This is an optimization exercise on Yosys and OpenROAD, whose aim is small area, not a production implementation. The RTL was checked by simulation tests, not by an equivalence proof against the original design. No activity file was given, so power comes from the tool's default toggle rates.

==> design/flow/design.v <==
package skinny_masked_pkg;
    typedef enum logic [1:0] {
        ST_IDLE = 2'd0,
        ST_CALC = 2'd1,
        ST_DONE = 2'd2,
        ST_HOLD = 2'd3
    } fsm_state_t;
    localparam int SB_LAT = 4;
    localparam int N_SBOX = 16;
    function automatic integer n_shares(input integer dd);
        n_shares = dd + 1;
    endfunction
    function automatic integer rnd_per_and(input integer dd);
        rnd_per_and = dd * (dd + 1) / 2;
    endfunction
    function automatic integer rnd_per_sbox(input integer dd);
        rnd_per_sbox = 8 * dd * (dd + 1) / 2;
    endfunction
endpackage
module skinny_share_byte_mux
#(
    parameter int d = 2
) (
    input  logic [128*(d+1)-1:0] state,
    output logic [128*(d+1)-1:0] sb_in,
    input  logic [128*(d+1)-1:0] sb_out,
    output logic [128*(d+1)-1:0] result
);
    localparam int NS = skinny_masked_pkg::n_shares(d);
    for (genvar k = 0; k < skinny_masked_pkg::N_SBOX; k++) begin : g_byte
        for (genvar j = 0; j < NS; j++) begin : g_share
            assign sb_in[k*8*NS + 8*j +: 8]  = state[128*j + 8*k +: 8];
            assign result[128*j + 8*k +: 8] = sb_out[k*8*NS + 8*j +: 8];
        end
    end
endmodule
module skinny_sbox8_domd_non_pipelined
#(
    parameter int d = 2
) (
    input  logic                      clk,
    input  logic                      rst,
    input  logic [8*(d+1)-1:0]        si,
    input  logic [skinny_masked_pkg::rnd_per_sbox(d)-1:0] rnd,
    output logic [8*(d+1)-1:0]        so
);
    localparam int NS = skinny_masked_pkg::n_shares(d);
    localparam int RA = skinny_masked_pkg::rnd_per_and(d);
    function automatic logic [NS-1:0] dom_and(input logic [NS-1:0] a,
                                              input logic [NS-1:0] b,
                                              input logic [RA-1:0] r);
        logic [NS-1:0] c;
        c = a & b;
        for (int i = 0; i < NS; i++) begin
            for (int j = i + 1; j < NS; j++) begin
                c[i] = c[i] ^ (a[i] & b[j]) ^ r[i*NS - i*(i+1)/2 + (j-i-1)];
                c[j] = c[j] ^ (a[j] & b[i]) ^ r[i*NS - i*(i+1)/2 + (j-i-1)];
            end
        end
        dom_and = c;
    endfunction
    function automatic logic [8*NS-1:0] perm_sh(input logic [8*NS-1:0] x);
        logic [8*NS-1:0] p;
        for (int i = 0; i < NS; i++) begin
            p[8*i +: 8] = {x[8*i+2], x[8*i+1], x[8*i+7], x[8*i+6],
                           x[8*i+4], x[8*i+0], x[8*i+3], x[8*i+5]};
        end
        perm_sh = p;
    endfunction
    function automatic logic [8*NS-1:0] swap_sh(input logic [8*NS-1:0] x);
        logic [8*NS-1:0] s;
        for (int i = 0; i < NS; i++) begin
            s[8*i +: 8] = {x[8*i+7 -: 5], x[8*i+1], x[8*i+2], x[8*i+0]};
        end
        swap_sh = s;
    endfunction
    for (genvar l = 0; l < skinny_masked_pkg::SB_LAT; l++) begin : g_layer
        logic [8*NS-1:0] x;
        logic [8*NS-1:0] y;
        logic [8*NS-1:0] q;
        logic [2*RA-1:0] r;
        logic [NS-1:0]   a_lo, b_lo, a_hi, b_hi, n_lo, n_hi;
        assign r = rnd[l*2*RA +: 2*RA];
        if (l == 0) begin : g_first
            assign x = si;
        end else begin : g_next
            assign x = perm_sh(g_layer[l-1].q);
        end
        always_comb begin
            for (int i = 0; i < NS; i++) begin
                a_lo[i] = x[8*i+2] ^ (i == 0);
                b_lo[i] = x[8*i+3] ^ (i == 0);
                a_hi[i] = x[8*i+6] ^ (i == 0);
                b_hi[i] = x[8*i+7] ^ (i == 0);
            end
            n_lo = dom_and(a_lo, b_lo, r[RA-1:0]);
            n_hi = dom_and(a_hi, b_hi, r[2*RA-1:RA]);
            y = x;
            for (int i = 0; i < NS; i++) begin
                y[8*i]   = x[8*i]   ^ n_lo[i];
                y[8*i+4] = x[8*i+4] ^ n_hi[i];
            end
        end
        always_ff @(posedge clk or posedge rst) begin
            if (rst) q <= '0;
            else     q <= y;
        end
    end
    assign so = swap_sh(g_layer[skinny_masked_pkg::SB_LAT-1].q);
endmodule
module skinny_subcells_domd_ctrl
#(
    parameter int d      = 2,
    parameter int SB_LAT = skinny_masked_pkg::SB_LAT
) (
    input  logic                      clk,
    input  logic                      rst,
    input  logic                      in_valid,
    output logic                      in_ready,
    input  logic [128*(d+1)-1:0]      in_state,
    input  logic [64*d*(d+1)-1:0]     rnd,
    input  logic                      rnd_valid,
    output logic                      rnd_req,
    output logic                      out_valid,
    input  logic                      out_ready,
    output logic [128*(d+1)-1:0]      out_state,
    output logic                      restart
);
    localparam int NS    = skinny_masked_pkg::n_shares(d);
    localparam int RPS   = skinny_masked_pkg::rnd_per_sbox(d);
    localparam int CNT_W = (SB_LAT > 1) ? $clog2(SB_LAT) : 1;
    skinny_masked_pkg::fsm_state_t           st;
    logic [CNT_W-1:0]     cnt;
    logic [128*NS-1:0]    state_q;
    logic [128*NS-1:0]    sb_in;
    logic [128*NS-1:0]    sb_out;
    logic [128*NS-1:0]    sb_result;
    skinny_share_byte_mux #(.d(d)) u_mux (
        .state  (state_q),
        .sb_in  (sb_in),
        .sb_out (sb_out),
        .result (sb_result)
    );
    for (genvar k = 0; k < skinny_masked_pkg::N_SBOX; k++) begin : g_sbox
        skinny_sbox8_domd_non_pipelined #(.d(d)) u_sbox (
            .clk (clk),
            .rst (rst),
            .si  (sb_in[k*8*NS +: 8*NS]),
            .rnd (rnd[k*RPS +: RPS]),
            .so  (sb_out[k*8*NS +: 8*NS])
        );
    end
    always_ff @(posedge clk or posedge rst) begin
        if (rst) begin
            st        <= skinny_masked_pkg::ST_IDLE;
            cnt       <= '0;
            state_q   <= '0;
            out_state <= '0;
            in_ready  <= 1'b1;
            out_valid <= 1'b0;
            rnd_req   <= 1'b0;
            restart   <= 1'b0;
        end else begin
            restart <= 1'b0;
            case (st)
                skinny_masked_pkg::ST_IDLE: begin
                    if (in_valid) begin
                        state_q  <= in_state;
                        cnt      <= '0;
                        in_ready <= 1'b0;
                        rnd_req  <= 1'b1;
                        st       <= skinny_masked_pkg::ST_CALC;
                    end
                end
                skinny_masked_pkg::ST_CALC: begin
                    if (rnd_valid) begin
                        if (cnt == CNT_W'(SB_LAT - 1)) begin
                            cnt     <= '0;
                            rnd_req <= 1'b0;
                            st      <= skinny_masked_pkg::ST_DONE;
                        end else begin
                            cnt <= cnt + CNT_W'(1);
                        end
                    end else begin
                        cnt     <= '0;
                        restart <= 1'b1;
                    end
                end
                skinny_masked_pkg::ST_DONE: begin
                    out_state <= sb_result;
                    out_valid <= 1'b1;
                    st        <= skinny_masked_pkg::ST_HOLD;
                end
                skinny_masked_pkg::ST_HOLD: begin
                    if (out_ready) begin
                        out_valid <= 1'b0;
                        in_ready  <= 1'b1;
                        st        <= skinny_masked_pkg::ST_IDLE;
                        state_q   <= state_q;
                        out_state <= out_state;
                    end
                end
                default: st <= skinny_masked_pkg::ST_IDLE;
            endcase
        end
    end
endmodule
==> design/flow/run.sh <==
#!/bin/bash
# synth_recipe.tcl (not shown) runs the flow's synth.tcl, then flattens the netlist and writes it again
# the make line also repeats each setting of config.mk as NAME=value (left out here)
make -C /OpenROAD-flow-scripts/flow DESIGN_CONFIG=/design/flow/config.mk WORK_HOME=/design/flow/orfs CLKGATE_MAP_FILE= SYNTH_SCRIPT=/design/flow/synth_recipe.tcl finish
==> design/flow/config.mk <==
export PLATFORM = sky130hd
export DESIGN_NAME = skinny_subcells_domd_ctrl
export DESIGN_NICKNAME = skinny_subcells_domd_ctrl
export VERILOG_FILES = /design/flow/design.v
export SDC_FILE = /design/flow/constraint.sdc
export NUM_CORES = 4
export LEC_CHECK = 0
export CAP_MARGIN = 20
export CORE_AREA = 5 5 455 455
export DIE_AREA = 0 0 460 460
export SLEW_MARGIN = 20
==> design/flow/constraint.sdc <==
create_clock -name core_clock -period 4.0 [get_ports {clk}]
set_input_delay 0.8000 -clock core_clock [delete_from_list [all_inputs] [get_ports {clk}]]
set_output_delay 0.8000 -clock core_clock [all_outputs]
set_load 0.01 [all_outputs]
==> flow_summary_export.csv <==
group,metric,value,unit
cts,cts_tree,"built",
global_route,first_global_vias,45684,
run_status,status,"timing/DRC/antenna clean",
yosys,synth.top_cell.area_share,70.9,%
detailed_routing,ant_nets,0,
sta,fmax,351,MHz
yosys,ys_types,21,
detailed_routing,drt-total-wl,217000,um
power_and_ir_drop,seqPwrFrac,43.4,%
setup_path,slowest_delay,0.62,ns
yosys,synth_edf_count,0,
detailed_routing,drtIter0Drc,1947,
yosys,synth_nets,5776,
power_and_ir_drop,ir_worst_vdd,403,uV
die,ios,1161,
power_and_ir_drop,p_sw,30.9,mW
global_route,grt_pass1_wl,314000,um
cts,cts_buffer_depth,3,
power_and_ir_drop,intPower,67.6,mW
sta,rsz0062_at_grt,"false",
cts,post_cts_resized,0,
yosys,syn_avg_cell_area,16.3,um2
sta,slew_headroom,54.4,%
detailed_routing,avgViaCountPerCell,4.51,
final_layout,area_growth,29.3,%
sta,period_minus_slack,2.85,ns
final_layout,num-nets-final,7192,
power_and_ir_drop,p_total,98.5,mW
sta,period_share,71.2,%
yosys,yosysSeqAreaShare,71.0,%
yosys,synth.most_common_cell,"dfrtp_1",
cts,cts_post_setup_buffers_inserted,0,
placed_design,io_buffer_count,1160,
detailed_routing,via_count,42045,
die,die-area,212000,um2
global_route,grt_use_total,20.6,%
setup_path,cpMaxStageDelayCell,"clkdlybuf4s50_1",
setup_path,worstPathCellList,"clkdlybuf4s50_1",
setup_path,crit_buf_inv,1,
die,initial_utilization,40.4,%
setup_path,critPathCaptureType,"output pin",
yosys,ys_async_sr_fraction,100,%
die,fp.dieH,460,um
setup_path,startpoint_type,"flip-flop",
global_route,antenna_found_initial,134,
sta,final-setup-viol-count,0,
yosys,yosys_warnings,2,
cts,ctsHtreeMaxLevel,4,
cts,clock-root-buffer,"clkbuf_16",
power_and_ir_drop,p_sw_share,31.4,%
die,row_count,165,
detailed_routing,first_pass_iters,5,
cts,cts_num_sinks,2312,
yosys,yosysTopAreaCell,"dfrtp_1",
run,cap_violations,0,
power_and_ir_drop,p_clk_share,22.8,%
yosys,netlist_instances,4996,
yosys,postSynthRegisterBits,2312,
sta,skew,0.0481,ns
global_route,gr-total-overflow,0,
placed_design,hpwlAfterDp,172000,um
cts,clkTransAtPathRegs,0.06,ns
setup_path,crit_required,3.20,ns
placed_design,preCtsSetupSlack,1.17,ns
setup_path,arrival,2.05,ns
sta,layout_setup_ws,1.15,ns
min_path,hp-class,"flip-flop to flip-flop",
detailed_routing,wl_per_cell,23.3,um
power_and_ir_drop,combinationalPowerShare,33.9,%
yosys,ys.flop_type,"dfrtp_1",
sta,hold_viol_final,0,
global_route,grt_max_degree,102,
final_layout,drive_gt1_share,19.2,%
yosys,synth_area_leaders,"dfrtp_1 (71%), xnor2_1 (12%), mux2_2 (11%)",
sta,worst_slew_pin_slew,0.683,ns
setup_path,criticalPathCategory,"flip-flop to output pin",
sta,maxSlewViolCount,0,
cts,cts_buffers,230,
sta,tns,0,ns
yosys,synth_area,81500,um2
detailed_routing,route.detailed.drc,0,
placed_design,place_congestion,0.851,
setup_path,path_max_fanout,2,
die,die_width,460,um
power_and_ir_drop,p_leak,44.0,nW
die,core,202000,um2
cts,postCtsHoldBufs,0,
yosys,yosys-top-cells-count,"dfrtp_1 (2,311), xnor2_1 (1,152), mux2_2 (769), nand2_1 (259), xor2_1 (256)",
power_and_ir_drop,power_density,934,nW/um2
cts,clk-insertion-delay-late,0.87,ns
setup_path,cp_top_family,"buffers and inverters",
## flip-flops by register name (all words and copies together), names as in the netlist
register	flops
rnd_req	1
g_sbox.u_sbox.g_layer.q	1536
out_state	384
st	2
out_valid	1
in_ready	1
cnt	2
state_q	384
restart	1
## metrics by stage
stage,utilization [%],cells,hold slack (ns),area (um2)
6_report,52.2,9330,0.321,105000
4_1_cts,52.2,9286,0.322,105000
2_1_floorplan,-,4996,0.331,81500
3_5_place_dp,48.2,8852,0.335,97300
3_3_place_gp,48.2,8852,0.331,97300
5_1_grt,52.2,9303,0.348,105000
## cells by family (layout without fill, tap and decap cells)
logic type / Yosys count / after routing / synth area share [%]
adders and majority gates: 7 / 7 / 0.107
other: 0 / 44 / 0
muxes: 771 / 771 / 10.6
xor gates and xnor gates: 1408 / 1408 / 15.1
buffers and inverters: 91 / 1709 / 0.835
AOI/OAI and AO/OA: 13 / 13 / 0.0875
DFF: 2312 / 2312 / 71.0
and+or+nand+nor: 394 / 394 / 2.22
## per-layer routing
metal  part of all wire, %  up-vias  global-route usage, %  routed length (um)
li1                      -    19041                      -                   -
met1                    37    21339                   23.5               81300
met2                    50     1126                   35.3              109000
met3                   8.6      441                   8.11               18700
met4                   3.1       98                   6.76                6830
met5                  0.27        -                      0                 595
## cells in the final DEF (no fill, tap or decap), types with 52 or more instances in the layout
| master | instances |
|---|---|
| clkinv_2 | 52 |
| xor2_1 | 256 |
| buf_4 | 61 |
| nor2b_1 | 128 |
| clkbuf_16 | 230 |
| nand2_1 | 259 |
| xnor2_1 | 1152 |
| dfrtp_1 | 2311 |
| mux2_2 | 769 |
| clkdlybuf4s50_1 | 1160 |
## path summary, 6_finish.rpt
kind / start / endpoint / slack (ns) / cells after the start
max: out_state[318] / out_state[318] / 1.15 / 1
min in group asynchronous: rst / g_sbox[15].u_sbox.g_layer[0].q[13] / 0.76 / 3
min reg2reg: g_sbox[9].u_sbox.g_layer[1].q[15] / g_sbox[9].u_sbox.g_layer[2].q[13] / 0.32 / 0
max reg2reg: st[0] / state_q[141] / 1.63 / 6
min: g_sbox[9].u_sbox.g_layer[1].q[15] / g_sbox[9].u_sbox.g_layer[2].q[13] / 0.32 / 0
max in group asynchronous: rst / g_sbox[13].u_sbox.g_layer[0].q[20] / 2.28 / 4
## power by group through the flow
stage	Sequential, mW	Combinational [mW]	Clock, mW
CTS	43.0	34.2	23.0
finish	42.7	33.4	22.4
detailed placement	43.4	34.0	0
global route	44.2	36.3	24.0
global placement	43.1	33.5	0
floorplan	42.5	22.0	0
## layout make-up
type	count	area, um2
Antenna cell	44	110
Clock buffer	327	6600
Clock inverter	107	1450
Fill cell	16816	96500
Inverter	6	26.3
Multi-Input combinational cell	2593	23000
Sequential cell	2312	57900
Tap cell	2672	3340
Timing Repair Buffer	1269	13000

-- re-timing with driven ports --
How much do the figures lean on ideal ports? The routed layout below was timed once more, with nothing changed but the port constraints. Step 1, drivers: a clkbuf_16 drives clk and a buf_2 each remaining input, both assumed. Step 2 times the ports against the registers' clock, not the clock port: input delays grow and output delays shrink by t, the midpoint of the rising clock arrivals with the driver on. Slacks: no drivers / after step 1 / after step 2; pairs: no drivers / after step 1.
t, ns: 0.935
slack for setup (ns): 1.151 / 1.057 / 1.197
worst hold slack (ns): 0.321 / 0.321 / 0.321
clock arrival spread, ns: 0.052 / 0.052
After both steps setup and hold are still met in this run. For this run, drivers alone change the setup slack by -0.094 ns; drivers and shift together by +0.046 ns.
